From an optimization exercise on the open Yosys and OpenROAD flow, aimed at small area; shortcuts taken in it are not production practice.
The RTL was checked by simulation tests, not by an equivalence proof against the original design.
Power is estimated from default activity; no workload was simulated.

<file path="flow/design.v">
`timescale 1ns/1ns
`default_nettype none
module can_wb_top (
    input  wire         wb_clk_i,
    input  wire         nRST,
    input  wire [31:0]  wb_adr_i,
    input  wire [31:0]  wb_dat_i,
    input  wire [3:0]   wb_sel_i,
    input  wire         wb_we_i,
    input  wire         wb_cyc_i,
    input  wire         wb_stb_i,
    output wire         wb_ack_o,
    output wire [31:0]  wb_dat_o,
    input  wire         bitstrobe_i,
    input  wire         curr_sample_i,
    input  wire         rx_busy_i,
    input  wire         tx_busy_i,
    input  wire         tx_done_i,
    input  wire         tx_arb_loss_i,
    output reg          can_clk_o,
    output wire         can_nrst_o,
    output wire         tx_enable_o,
    output wire [3:0]   ts1_o,
    output wire [3:0]   ts2_o,
    output wire         tx_pkt_ready_o,
    output reg  [98:0]  tx_frame_o
);
    wire valid = wb_cyc_i & wb_stb_i;
    reg  ack0_q, ack1_q;
    wire first = valid & ~ack0_q;   
    wire wr    = first & wb_we_i;
    wire [3:0] idx = wb_adr_i[5:2];
    always @(posedge wb_clk_i or negedge nRST) begin
        if (!nRST) begin
            ack0_q <= 1'b0;
            ack1_q <= 1'b0;
        end else begin
            ack0_q <= valid;
            ack1_q <= ack0_q & valid;
        end
    end
    assign wb_ack_o = ack1_q & valid;
    wire [15:0] hit;
    genvar g;
    generate
        for (g = 0; g < 16; g = g + 1) begin : g_hit
            assign hit[g] = (idx == g);
        end
    endgenerate
    reg        mcr_start_q, mcr_reset_q, mcr_sleep_q, mcr_prio_q, mcr_auto_q;
    reg [15:0] tmgr_q;
    reg [2:0]  stat_q;           
    reg [1:0]  mode_q;           
    reg [3:0]  idle_q;
    reg [9:0]  pre_q;
    wire wr_mcr    = wr & hit[0] & wb_sel_i[0];
    wire in_sleep  = (mode_q == 2'd0);
    wire bus_idle  = (idle_q == 4'd11);
    always @(posedge wb_clk_i or negedge nRST) begin
        if (!nRST) begin
            mcr_start_q <= 1'b0;
            mcr_reset_q <= 1'b0;
            mcr_sleep_q <= 1'b0;
            mcr_prio_q  <= 1'b0;
            mcr_auto_q  <= 1'b0;
            tmgr_q      <= 16'd0;
            stat_q      <= 3'd0;
        end else begin
            stat_q <= {tx_busy_i, rx_busy_i, curr_sample_i};
            if (wr_mcr) begin
                mcr_start_q <= wb_dat_i[0];
                mcr_prio_q  <= wb_dat_i[3];
                mcr_auto_q  <= wb_dat_i[4];
            end
            if (!(wr & hit[0])) mcr_reset_q <= 1'b0;   
            else if (wb_sel_i[0]) mcr_reset_q <= wb_dat_i[1];
            if (in_sleep) mcr_sleep_q <= 1'b0;
            else if (wr_mcr) mcr_sleep_q <= wb_dat_i[2];
            if (wr & hit[2] & wb_sel_i[0]) tmgr_q[7:0]  <= wb_dat_i[7:0];
            if (wr & hit[2] & wb_sel_i[1]) tmgr_q[15:8] <= wb_dat_i[15:8];
        end
    end
    always @(posedge wb_clk_i or negedge nRST) begin
        if (!nRST) begin
            idle_q <= 4'd0;
        end else if (bitstrobe_i) begin
            if (!curr_sample_i) idle_q <= 4'd0;   
            else if (!bus_idle) idle_q <= idle_q + 4'd1;
        end
    end
    always @(posedge wb_clk_i or negedge nRST) begin
        if (!nRST) begin
            mode_q <= 2'd0;
        end else begin
            case (mode_q)
                2'd0: if (mcr_start_q) mode_q <= 2'd1;
                2'd1: if (bus_idle) mode_q <= 2'd2;
                2'd2: if (mcr_sleep_q && !tx_busy_i) mode_q <= 2'd0;
                default: mode_q <= 2'd0;
            endcase
        end
    end
    always @(posedge wb_clk_i or negedge nRST) begin
        if (!nRST) begin
            pre_q     <= 10'd0;
            can_clk_o <= 1'b0;
        end else if (in_sleep) begin
            pre_q     <= 10'd0;
            can_clk_o <= 1'b0;
        end else if (pre_q >= tmgr_q[9:0]) begin
            pre_q     <= 10'd0;
            can_clk_o <= 1'b1;
        end else begin
            pre_q     <= pre_q + 10'd1;
            can_clk_o <= 1'b0;
        end
    end
    assign can_nrst_o  = ~mcr_reset_q;
    assign tx_enable_o = (mode_q == 2'd2);
    assign ts1_o       = {1'b0, tmgr_q[12:10]} + 4'd1;
    assign ts2_o       = {1'b0, tmgr_q[15:13]} + 4'd1;
    reg  [2:0]  rdy_q;
    reg  [30:0] mb_id_q  [0:2];    
    reg  [3:0]  mb_dlc_q [0:2];
    reg  [31:0] mb_dlo_q [0:2];
    reg  [31:0] mb_dhi_q [0:2];
    reg         lock_q;
    reg  [1:0]  sel_q;
    wire release_tx = lock_q & (tx_done_i | (tx_arb_loss_i & ~mcr_auto_q));
    integer i, k;
    always @(posedge wb_clk_i or negedge nRST) begin
        if (!nRST) begin
            rdy_q <= 3'd0;
        end else begin
            for (i = 0; i < 3; i = i + 1) begin
                if (release_tx && sel_q == i) rdy_q[i] <= 1'b0;   
                else if (wr && hit[3+i] && wb_sel_i[3]) rdy_q[i] <= wb_dat_i[31];
            end
        end
    end
    always @(posedge wb_clk_i) begin
        for (i = 0; i < 3; i = i + 1) begin
            for (k = 0; k < 4; k = k + 1) begin
                if (wr && hit[3+i] && wb_sel_i[k]) begin
                    if (k == 3) mb_id_q[i][30:24] <= wb_dat_i[30:24];
                    else mb_id_q[i][8*k +: 8] <= wb_dat_i[8*k +: 8];
                end
                if (wr && hit[9+i] && wb_sel_i[k]) mb_dlo_q[i][8*k +: 8] <= wb_dat_i[8*k +: 8];
                if (wr && hit[12+i] && wb_sel_i[k]) mb_dhi_q[i][8*k +: 8] <= wb_dat_i[8*k +: 8];
            end
            if (wr && hit[6+i] && wb_sel_i[0]) mb_dlc_q[i] <= wb_dat_i[3:0];
        end
    end
    function automatic lt29(input [28:0] a, input [28:0] b);
        integer j, w;
        reg [31:0] l, gr;
        begin
            l  = 32'd0;
            gr = 32'd0;
            for (j = 0; j < 29; j = j + 1) begin
                l[j]  = ~a[j] & b[j];
                gr[j] = a[j] & ~b[j];
            end
            for (w = 1; w < 32; w = w * 2) begin
                for (j = 0; j + w < 32; j = j + 2 * w) begin
                    l[j]  = l[j + w] | (~gr[j + w] & l[j]);
                    gr[j] = gr[j + w] | (~l[j + w] & gr[j]);
                end
            end
            lt29 = l[0];
        end
    endfunction
    wire lt10 = lt29(mb_id_q[1][28:0], mb_id_q[0][28:0]);
    wire lt20 = lt29(mb_id_q[2][28:0], mb_id_q[0][28:0]);
    wire lt21 = lt29(mb_id_q[2][28:0], mb_id_q[1][28:0]);
    wire prio = mcr_prio_q;
    wire p0 = rdy_q[0] & (prio | (~(rdy_q[1] & lt10) & ~(rdy_q[2] & lt20)));
    wire p1 = rdy_q[1] & (prio ? ~rdy_q[0] : (~(rdy_q[0] & ~lt10) & ~(rdy_q[2] & lt21)));
    wire p2 = rdy_q[2] & (prio ? ~(rdy_q[0] | rdy_q[1]) : (~(rdy_q[0] & ~lt20) & ~(rdy_q[1] & ~lt21)));
    wire found = |rdy_q;
    wire take = ~lock_q & found;
    always @(posedge wb_clk_i or negedge nRST) begin
        if (!nRST) begin
            lock_q <= 1'b0;
            sel_q  <= 2'd0;
        end else if (release_tx) begin
            lock_q <= 1'b0;
        end else if (take) begin
            lock_q <= 1'b1;
            sel_q  <= {p2, p1};
        end
    end
    wire [98:0] f0 = {mb_id_q[0][28:0], mb_dlc_q[0], mb_id_q[0][29], mb_id_q[0][30], mb_dhi_q[0], mb_dlo_q[0]};
    wire [98:0] f1 = {mb_id_q[1][28:0], mb_dlc_q[1], mb_id_q[1][29], mb_id_q[1][30], mb_dhi_q[1], mb_dlo_q[1]};
    wire [98:0] f2 = {mb_id_q[2][28:0], mb_dlc_q[2], mb_id_q[2][29], mb_id_q[2][30], mb_dhi_q[2], mb_dlo_q[2]};
    wire s0 = take & p0;
    wire s1 = take & p1;
    wire s2 = take & p2;
    always @(posedge wb_clk_i) begin
        tx_frame_o <= ({99{s0}} & f0) | ({99{s1}} & f1) | ({99{s2}} & f2) | ({99{~take}} & tx_frame_o);
    end
    assign tx_pkt_ready_o = lock_q;
    wire [3:0] ln = wb_sel_i;
    reg  [31:0] rdm;
    always @(*) begin
        rdm = 32'd0;
        for (k = 0; k < 4; k = k + 1) begin
            for (i = 0; i < 3; i = i + 1) begin
                rdm[8*k +: 8] = rdm[8*k +: 8]
                    | ({8{hit[3+i] & ln[k]}} & ({rdy_q[i], mb_id_q[i]} >> (8*k)))
                    | ({8{hit[9+i] & ln[k]}} & (mb_dlo_q[i] >> (8*k)))
                    | ({8{hit[12+i] & ln[k]}} & (mb_dhi_q[i] >> (8*k)));
            end
        end
        for (i = 0; i < 3; i = i + 1)
            rdm[3:0] = rdm[3:0] | ({4{hit[6+i] & ln[0]}} & mb_dlc_q[i]);
        rdm[4:0]  = rdm[4:0] | ({5{hit[0] & ln[0]}} & {mcr_auto_q, mcr_prio_q, mcr_sleep_q, mcr_reset_q, mcr_start_q});
        rdm[4:0]  = rdm[4:0] | ({5{hit[1] & ln[0]}} & {stat_q, mode_q});
        rdm[7:0]  = rdm[7:0] | ({8{hit[2] & ln[0]}} & tmgr_q[7:0]);
        rdm[15:8] = rdm[15:8] | ({8{hit[2] & ln[1]}} & tmgr_q[15:8]);
    end
    reg [5:0] rd_snap_q;   
    always @(posedge wb_clk_i) begin
        if (first) rd_snap_q <= {rdm[31], rdm[4:0]};
    end
    assign wb_dat_o = {rd_snap_q[5], rdm[30:5], rd_snap_q[4:0]};
endmodule
`default_nettype wire
</file>
<file path="flow/constraint.sdc">
create_clock -name core_clock -period 8.0 [get_ports {wb_clk_i}]
set_input_delay 1.6000 -clock core_clock [delete_from_list [all_inputs] [get_ports {wb_clk_i}]]
set_output_delay 1.6000 -clock core_clock [all_outputs]
set_load 0.01 [all_outputs]
</file>
<file path="flow/flow/run.sh">
#!/bin/bash
# standard layout, with the smallest buffer on the ports
set -euo pipefail
bash standard.sh BUFFER_PORTS_ARGS="-buffer_cell sky130_fd_sc_hd__buf_1" finish > standard.log 2>&1
</file>
<file path="flow/standard.sh">
#!/bin/bash
# synth_recipe.tcl (not shown) runs the flow's synth.tcl, then flattens the netlist and writes it again
# the make line also repeats each setting of config.mk as NAME=value (left out here)
make -C /OpenROAD-flow-scripts/flow DESIGN_CONFIG=/design/flow/config.mk WORK_HOME=/design/flow/orfs CLKGATE_MAP_FILE= SYNTH_SCRIPT=/design/flow/synth_recipe.tcl "${@:-finish}"
</file>
<file path="flow/config.mk">
export PLATFORM = sky130hd
export DESIGN_NAME = can_wb_top
export DESIGN_NICKNAME = can_wb_top
export VERILOG_FILES = /design/flow/design.v
export SDC_FILE = /design/flow/constraint.sdc
export NUM_CORES = 4
export LEC_CHECK = 0
export ABC_AREA = 1
export CAP_MARGIN = 20
export CORE_MARGIN = 2
export CORE_UTILIZATION = 40
export CTS_BUF_LIST = sky130_fd_sc_hd__clkbuf_4
export SLEW_MARGIN = 20
</file>
==> impl_metrics.env, run 1 <==
export IMPL_chipHeight_um=231.1
export IMPL_setup_worst_path_class="in -> out"
export IMPL_setup_worst_path_end_class="output pin"
export IMPL_grt_antenna_before_repair=5
export IMPL_fin_tns_setup_ns=0
export IMPL_cells_after_synthesis=2176
export IMPL_final_antenna_net_count=0
export IMPL_mostFrequentLayoutCells="sky130_fd_sc_hd__nand2_1, sky130_fd_sc_hd__nand3_1, sky130_fd_sc_hd__edfxtp_1, sky130_fd_sc_hd__inv_1, sky130_fd_sc_hd__buf_1"
export IMPL_syn_avg_cell_area_um2=9.483
export IMPL_worstHoldPathCells=1
export IMPL_path_cells="buf_1 > inv_1 > nor2_1 > inv_1 > nor2_2 > inv_1 > nor2_1 > a221oi_1 > o2111ai_1 > buf_1"
export IMPL_placement_rows=83
export IMPL_cts_hold_fix_buffers=0
export IMPL_skew_ns=0.06705
export IMPL_synth_enable_flop_cells=303
export IMPL_vdd_ir_drop_max_mv=0.1441
export IMPL_post_synth_top_area_cell="sky130_fd_sc_hd__edfxtp_1"
export IMPL_clockRootBuffer="sky130_fd_sc_hd__clkbuf_4"
export IMPL_outcome="finished clean"
export IMPL_groute_usage_overall_pct=26.24
export IMPL_cp_max_fo=10
export IMPL_ys_warnings_count=5
export IMPL_cts_htree_levels=3
export IMPL_cts_tree="built"
export IMPL_yosys_top_cells_area="sky130_fd_sc_hd__edfxtp_1, sky130_fd_sc_hd__dfxtp_1, sky130_fd_sc_hd__nand3_1"
export IMPL_max_cap_check_violation_count=0
export IMPL_vias=18100
export IMPL_fmaxAchievable_ghz=0.1685
export IMPL_grt_setup_unrepaired="no"
export IMPL_boundaryPins=223
export IMPL_hold_start="sel_q[1]"
export IMPL_synth_sequential_area_ratio_pct=59.64
export IMPL_clock_transition_at_the_registers_of_the_reported_paths_ns=0.06
export IMPL_slew_limit_headroom_pct=19.06
export IMPL_clk_insertion_delay_late_ns=0.90
export IMPL_wirelength_routed_um=71280
export IMPL_remaining_drc_errors=0
export IMPL_initialDrtViolationCount=2025
export IMPL_global_route_wire_length_before_repair_um=105600
export IMPL_die_x_um=231.1
export IMPL_min_period_over_period_pct=74.19
export IMPL_post_route_hold_slack_ns=0.4578
export IMPL_initial_core_util_pct=40.30
export IMPL_cp_slowest_cell="sky130_fd_sc_hd__nor2_1"
export IMPL_nNetsFinal=2496
export IMPL_setup_viol_count_final=0
export IMPL_reg2reg_slack_ns=4.20
export IMPL_overflow_left_after_global_routing=0
export IMPL_worst_r2r_path_depth=7
export IMPL_worstPathArrival_ns=4.34
export IMPL_post_synthesis_net_count=2269
export IMPL_r2r_start="rdy_q[1]"
export IMPL_static_leakage_power_nw=9.104
export IMPL_final_min_clock_period_ns=5.936
export IMPL_yosys_cell_types_count=47
export IMPL_hold_viol_final=0
export IMPL_worst_path_most_repeated_cell="sky130_fd_sc_hd__inv_1"
export IMPL_cts_repair_resized=0
export IMPL_postPlaceCellArea_um2=21950
export IMPL_detail_route_vias_per_cell=5.659
export IMPL_finish_instance_area_um2=23550
export IMPL_cts_setup_buffers=0
export IMPL_detail_route_wl_per_cell_um=22.29
export IMPL_fillCellCount=4905
export IMPL_maximum_number_of_pins_on_one_net_before_global_route_repair=81
export IMPL_cts_buffers_inserted=119
export IMPL_synth_largest_type_area_fraction_pct=44.09
export IMPL_worst_setup_path_start_kind="input pin"
export IMPL_worst_slew_pin_slew_ns=1.214
export IMPL_synth_main_ff_cell="sky130_fd_sc_hd__edfxtp_1"
export IMPL_area_growth_syn_to_layout_pct=14.13
export IMPL_hold_worst_path_end="rdy_q[2]"
export IMPL_power_density_nw_per_um2=271.3
export IMPL_max_stage_delay_ns=0.86
export IMPL_synthArstFlopShare_pct=10.86
export IMPL_maxSlewViolCount=0
export IMPL_drt_pass1_iterations=5
export IMPL_grt_pass1_vias=17280
export IMPL_clock_sink_count=451
export IMPL_r2r_end="tx_frame_o[47]"
export IMPL_cp_required_ns=6.40
export IMPL_area_inside_the_core_boundary_um2=51200
export IMPL_finalWeightedCongestion=0.8962
export IMPL_min_path_type="reg -> reg"
export IMPL_dieArea_um2=53420
export IMPL_fraction_of_layout_cells_with_a_size_suffix_above_1_pct=9.968
export IMPL_place_detailed_hpwl_um=47440
export IMPL_synthesis_area_um2=20630
export IMPL_port_buffer_count=194
export IMPL_layout_cells_most_common="sky130_fd_sc_hd__nand2_1"
export IMPL_ys_ff_latch=451
export IMPL_cts_path_max_buffers=3
-- cells in the mapped netlist (3+ instances only) --
cell type,number
sky130_fd_sc_hd__ha_1,14
sky130_fd_sc_hd__a21oi_1,79
sky130_fd_sc_hd__nand4_1,112
sky130_fd_sc_hd__buf_1,6
sky130_fd_sc_hd__buf_4,28
sky130_fd_sc_hd__nand3_1,376
sky130_fd_sc_hd__a311oi_1,3
sky130_fd_sc_hd__clkbuf_1,65
sky130_fd_sc_hd__o21a_1,5
sky130_fd_sc_hd__xnor2_1,3
sky130_fd_sc_hd__o21ai_0,88
sky130_fd_sc_hd__inv_1,196
sky130_fd_sc_hd__clkinv_1,5
sky130_fd_sc_hd__a31oi_1,16
sky130_fd_sc_hd__nor3_1,22
sky130_fd_sc_hd__o2111ai_1,11
sky130_fd_sc_hd__o22ai_1,19
sky130_fd_sc_hd__xor2_1,9
sky130_fd_sc_hd__dfxtp_1,99
sky130_fd_sc_hd__nand2_1,415
sky130_fd_sc_hd__a211oi_1,3
sky130_fd_sc_hd__a221oi_1,32
sky130_fd_sc_hd__a32o_1,16
sky130_fd_sc_hd__buf_2,14
sky130_fd_sc_hd__edfxtp_1,303
sky130_fd_sc_hd__nor2_1,162
sky130_fd_sc_hd__dfrtp_1,49
-- critical path: cells and delay by family --
family	cells	cell delay (ns)
AO/OA/AOI/OAI	2	0.46
buffers and inverters	5	0.86
AND/OR/NAND/NOR	3	1.39
-- cells by family after synthesis --
family	after synthesis	synth area share (%)
and+or+nand+nor	1092	23.72
DFF	451	59.64
buffers and inverters	316	6.342
AOI/OAI and AO/OA	289	8.835
adders and majority gates	14	0.8489
xor gates and xnor gates	12	0.5094
muxes	2	0.1031
-- report_power, final --
| part | total (mW) | leakage, nW | switching, mW | internal, mW |
|---|---|---|---|---|
| clock network | 2.05 | 0.946 | 1.01 | 1.04 |
| registers | 3.03 | 4.15 | 0.230 | 2.80 |
| logic | 1.30 | 4.01 | 0.867 | 0.437 |
| total | 6.39 | 9.10 | 2.11 | 4.28 |
-- routing by layer --
metal / share of wire [%] / global-route usage, %
met5: 0.035 / 0
met4: 2.9 / 9.456
met3: 9.3 / 6.201
met2: 47 / 42.16
met1: 41 / 34.66
-- cell type report --
| class | instances | area [um^2] | share of cell area [%] |
|---|---|---|---|
| sequential | 451 | 12310 | 52.26 |
| multi-input combinational | 1409 | 7116 | 30.21 |
| clock buffer | 174 | 1306 | 5.546 |
| timing repair buffer | 219 | 929.6 | 3.947 |
| tap | 680 | 850.8 | 3.613 |
| inverter | 203 | 763.2 | 3.241 |
| clock inverter | 52 | 254.0 | 1.078 |
| antenna | 10 | 25.02 | 0.1063 |
-- through the flow --
stage | setup slack (ns) | total power [mW] | utilization, % | std cells
after floorplan | 3.437 | 3.810 | - | 2176
after global placement | 2.232 | 4.372 | 42.87 | 2961
after detailed placement | 2.205 | 4.382 | 42.87 | 2961
after CTS | 2.190 | 6.433 | 45.91 | 3187
after global routing | 1.925 | 6.722 | 45.98 | 3193
final | 2.064 | 6.389 | 46.00 | 3198
-- worst max-delay path by stage --
stage	cells past startpoint	slack (ns)	to	start
after floorplan	11	3.44	wb_dat_o[7]	wb_adr_i[3]
after global placement	10	2.23	wb_dat_o[6]	wb_adr_i[2]
after detailed placement	10	2.21	wb_dat_o[6]	wb_adr_i[2]
after CTS	10	2.19	wb_dat_o[6]	wb_adr_i[2]
after global routing	10	1.92	wb_dat_o[6]	wb_adr_i[2]
final	10	2.06	wb_dat_o[6]	wb_adr_i[2]
-- registers in the layout, indices dropped and copies added, names as in the netlist --
| name | cells |
|---|---|
| sel_q | 2 |
| tx_frame_o | 99 |
| rd_snap_q | 6 |
| mcr_prio_q | 1 |
| rdy_q | 3 |
| mcr_start_q | 1 |
| tmgr_q | 16 |
| mb_dlo_q | 96 |
| mb_id_q | 93 |
| can_clk_o | 1 |
| mcr_reset_q | 1 |
| lock_q | 1 |
| mcr_auto_q | 1 |
| ack0_q | 1 |
| mb_dlc_q | 12 |
| mcr_sleep_q | 1 |
| pre_q | 10 |
| idle_q | 4 |
| stat_q | 3 |
| mb_dhi_q | 96 |
| mode_q | 2 |
| ack1_q | 1 |
==> inputs of run 2 (changes only) <==
==> flow/run.sh (new file) <==
#!/bin/bash
# synth_recipe.tcl (not shown) runs the flow's synth.tcl, then flattens the netlist and writes it again
# the make line also repeats each setting of config.mk as NAME=value (left out here)
make -C /OpenROAD-flow-scripts/flow DESIGN_CONFIG=/design/flow/config.mk WORK_HOME=/design/flow/orfs CLKGATE_MAP_FILE= SYNTH_SCRIPT=/design/flow/synth_recipe.tcl finish
removed: flow/flow/run.sh
removed: flow/standard.sh
==> run 2 against run 1 <==
- area after synthesis unchanged
- sequential power is essentially flat
- power rose by 5.4%
- worst setup slack worse by 0.74 ns
- die area stayed put
- critical path depth is the same
- cell count fell by 0.34%
- global-route usage up 0.36 points
- clock skew up 0.030 ns
- hold slack lost 0.0094 ns
- count of clock-buffer cells in the layout grew 1
- combinational power rose by 27%
- critical path type unchanged
- critical endpoint unchanged
- largest cell class unchanged
- highest routed layer unchanged
==> impl_metrics.env, run 2 <==
export IMPL_outcome="finished clean"
export IMPL_r2r_start="rdy_q[0]"
export IMPL_overflow_left_after_global_routing=0
export IMPL_worstHoldPathCells=2
export IMPL_cp_max_fo=10
export IMPL_cp_required_ns=6.40
export IMPL_cts_htree_levels=3
export IMPL_vias=18210
export IMPL_min_path_type="reg -> reg"
export IMPL_synth_largest_type_area_fraction_pct=44.09
export IMPL_sequentialPowerShare_pct=45.2
export IMPL_hold_start="mb_dlo_q[2][23]"
export IMPL_final_min_clock_period_ns=6.677
export IMPL_ys_warnings_count=5
export IMPL_cts_setup_buffers=0
export IMPL_fmaxAchievable_ghz=0.1498
export IMPL_clk_insertion_delay_late_ns=0.93
export IMPL_fillCellCount=4825
export IMPL_cts_hold_fix_buffers=0
export IMPL_synthesis_area_um2=20630
export IMPL_cts_path_max_buffers=3
export IMPL_power_share_clock_pct=30.2
export IMPL_detail_route_wl_per_cell_um=22.58
export IMPL_layout_cells_most_common="sky130_fd_sc_hd__nand2_1"
export IMPL_cells_after_synthesis=2176
export IMPL_worstPathArrival_ns=5.08
export IMPL_remaining_drc_errors=0
export IMPL_placement_setup_worst_slack_ns=1.466
export IMPL_yosys_top_cells_area="sky130_fd_sc_hd__edfxtp_1, sky130_fd_sc_hd__dfxtp_1, sky130_fd_sc_hd__nand3_1"
export IMPL_r2r_end="tx_frame_o[82]"
export IMPL_grt_antenna_before_repair=4
export IMPL_global_route_wire_length_before_repair_um=107700
export IMPL_syn_avg_cell_area_um2=9.483
export IMPL_placement_rows=83
export IMPL_area_growth_syn_to_layout_pct=19.80
export IMPL_reg2reg_slack_ns=4.41
export IMPL_final_antenna_net_count=0
export IMPL_vdd_ir_drop_max_mv=0.09469
export IMPL_skew_ns=0.09713
export IMPL_max_stage_delay_ns=0.81
export IMPL_maximum_number_of_pins_on_one_net_before_global_route_repair=85
export IMPL_drt_pass1_iterations=5
export IMPL_register_area_um2=12310
export IMPL_cp_slowest_cell="sky130_fd_sc_hd__nor2_1"
export IMPL_hold_worst_path_end="tx_frame_o[23]"
export IMPL_initial_core_util_pct=40.30
export IMPL_area_inside_the_core_boundary_um2=51200
export IMPL_groute_usage_overall_pct=26.61
export IMPL_nNetsFinal=2495
export IMPL_worst_slew_pin_slew_ns=1.117
export IMPL_power_density_nw_per_um2=272.3
export IMPL_fin_tns_setup_ns=0
export IMPL_power_switching_mw=2.101
export IMPL_path_cells="clkdlybuf4s50_1 > inv_1 > nor2_1 > inv_1 > nor2_2 > inv_1 > nor2_1 > a221oi_1 > o2111ai_1 > clkdlybuf4s50_1"
export IMPL_cts_tree="built"
export IMPL_initialDrtViolationCount=1773
export IMPL_fraction_of_layout_cells_with_a_size_suffix_above_1_pct=9.661
export IMPL_largest_register_ff_count=99
export IMPL_detail_route_vias_per_cell=5.714
export IMPL_maxSlewViolCount=0
export IMPL_post_synth_top_area_cell="sky130_fd_sc_hd__edfxtp_1"
export IMPL_worst_path_most_repeated_cell="sky130_fd_sc_hd__inv_1"
export IMPL_yosys_cell_types_count=47
export IMPL_grt_setup_unrepaired="no"
export IMPL_ys_ff_latch=451
export IMPL_synth_enable_flop_cells=303
export IMPL_mostFrequentLayoutCells="sky130_fd_sc_hd__nand2_1, sky130_fd_sc_hd__nand3_1, sky130_fd_sc_hd__edfxtp_1, sky130_fd_sc_hd__inv_1, sky130_fd_sc_hd__clkdlybuf4s50_1"
export IMPL_setup_viol_count_final=0
export IMPL_chipHeight_um=231.1
export IMPL_dieArea_um2=53420
export IMPL_setup_ws_ns=1.323
export IMPL_synthArstFlopShare_pct=10.86
export IMPL_cts_repair_resized=0
export IMPL_finalWeightedCongestion=0.9008
export IMPL_die_x_um=231.1
export IMPL_clock_transition_at_the_registers_of_the_reported_paths_ns=0.08
export IMPL_place_detailed_hpwl_um=47850
export IMPL_clockRootBuffer="sky130_fd_sc_hd__clkbuf_4"
export IMPL_clock_sink_count=451
export IMPL_max_cap_check_violation_count=0
export IMPL_cts_buffers_inserted=119
export IMPL_post_synthesis_net_count=2269
export IMPL_slew_limit_headroom_pct=25.24
export IMPL_wirelength_routed_um=71950
export IMPL_p_sw_share_pct=31.21
export IMPL_static_leakage_power_nw=9.584
export IMPL_synth_main_ff_cell="sky130_fd_sc_hd__edfxtp_1"
export IMPL_ys_top_cells_by_count="sky130_fd_sc_hd__nand2_1, sky130_fd_sc_hd__nand3_1, sky130_fd_sc_hd__edfxtp_1"
export IMPL_worst_setup_path_start_kind="input pin"
export IMPL_boundaryPins=223
export IMPL_internal_power_mw=4.632
export IMPL_worst_r2r_path_depth=8
export IMPL_setup_worst_path_end_class="output pin"
export IMPL_hold_viol_final=0
export IMPL_synth_sequential_area_ratio_pct=59.64
export IMPL_multi_input_comb_area_um2=7133
export IMPL_grt_pass1_vias=18030
export IMPL_top_regs="tx_frame_o (99), mb_dhi_q (96), mb_dlo_q (96)"
export IMPL_setup_worst_path_class="in -> out"
export IMPL_power_share_combinational_pct=24.6
export IMPL_post_synth_top_count_cell="sky130_fd_sc_hd__nand2_1"
export IMPL_regMostFlops="tx_frame_o"
export IMPL_min_period_over_period_pct=83.46
export IMPL_port_buffer_count=194
==> run 2: how the worst max path moves through the flow <==
stage	startpoint	endpoint	slack [ns]	cells past startpoint
global route	wb_adr_i[4]	wb_dat_o[6]	1.27	8
detailed placement	wb_adr_i[2]	wb_dat_o[10]	1.47	10
floorplan	wb_adr_i[3]	wb_dat_o[7]	3.44	11
CTS	wb_adr_i[2]	wb_dat_o[6]	1.44	10
finish	wb_adr_i[2]	wb_dat_o[6]	1.32	10
global placement	wb_adr_i[2]	wb_dat_o[6]	1.44	10
==> run 2: cell type report <==
| type | instances | area share, % |
|---|---|---|
| Tap cell | 680 | 3.442 |
| Clock buffer | 175 | 5.314 |
| Sequential cell | 451 | 49.78 |
| Clock inverter | 49 | 0.9211 |
| Timing Repair Buffer | 218 | 8.579 |
| Multi-Input combinational cell | 1409 | 28.85 |
| Inverter | 203 | 3.087 |
| Antenna cell | 2 | 0.02024 |
==> run 2: power by group through the flow <==
stage	Sequential (mW)	Combinational, mW	Clock, mW
3_5_place_dp	3.09	1.65	0
5_1_grt	3.08	1.80	2.20
6_report	3.05	1.65	2.03
2_1_floorplan	3.13	0.682	0
4_1_cts	3.05	1.66	2.08
3_3_place_gp	3.09	1.64	0
==> run 2: metrics by stage <==
stage	power, mW	instances	util, %	area, um^2	hold WS, ns
3_5_place_dp	4.743	2961	45.24	23160	0.4525
2_1_floorplan	3.810	2176	-	20630	0.4346
6_report	6.733	3187	48.29	24720	0.4483
5_1_grt	7.071	3186	48.28	24720	0.4938
3_3_place_gp	4.732	2961	45.24	23160	0.4449
4_1_cts	6.787	3185	48.25	24700	0.4611
==> run 2: critical path, delay by kind of cell <==
| family | cells | cell delay, ns |
|---|---|---|
| AOI/OAI and AO/OA | 2 | 0.46 |
| buffers and inverters | 5 | 1.68 |
| and+or+nand+nor | 3 | 1.32 |
==> run 2: cells by family after synthesis <==
| family | after synthesis | share of synthesized area, % |
|---|---|---|
| XOR/XNOR | 12 | 0.5094 |
| AO/OA/AOI/OAI | 289 | 8.835 |
| adder cells (fa/ha/maj) | 14 | 0.8489 |
| multiplexers | 2 | 0.1031 |
| buffers and inverters | 316 | 6.342 |
| AND/OR/NAND/NOR | 1092 | 23.72 |
| flip-flops | 451 | 59.64 |
==> run 2: layer usage <==
metal	wire length [um]	share of wire [%]	GRT usage, %	vias to the layer above
met4	2293	3.2	10.50	2
met5	10	0.014	0	-
li1	-	-	-	8269
met3	6354	8.8	5.586	178
met1	29790	41	35.09	8771
met2	33500	47	42.90	992

[port drivers added, routing unchanged]
In the flow no input, the clock included, has a driving cell. The finished layouts below were timed again as built, in two steps. Step 1 sets driving cells, clkbuf_16 on the clock port and buf_2 on the other inputs (assumed; they add their load-dependent delay and slew). Step 2 also shifts input and output timing later by t, the mid clock arrival at the registers, as if the neighbouring blocks saw the same clock. Slacks: no drivers / after step 1 / after step 2; pairs: no drivers / after step 1.
run | t (ns) | slack for setup (ns) | slew at the worst register clock pin (ns) | worst data-port slew with drivers (ns) | pins driven straight from the clock port
run 1 | 0.931 | 2.064 / 1.945 / 1.945 | 0.08 / 0.08 | 0.12 | 1
run 2 | 0.938 | 1.323 / 1.207 / 1.207 | 0.08 / 0.08 | 0.12 | 1
After both steps every run listed still meets setup and hold. The setup slack of run 1, which loses most, moves by -0.119 ns with the drivers and by -0.119 ns with both steps.
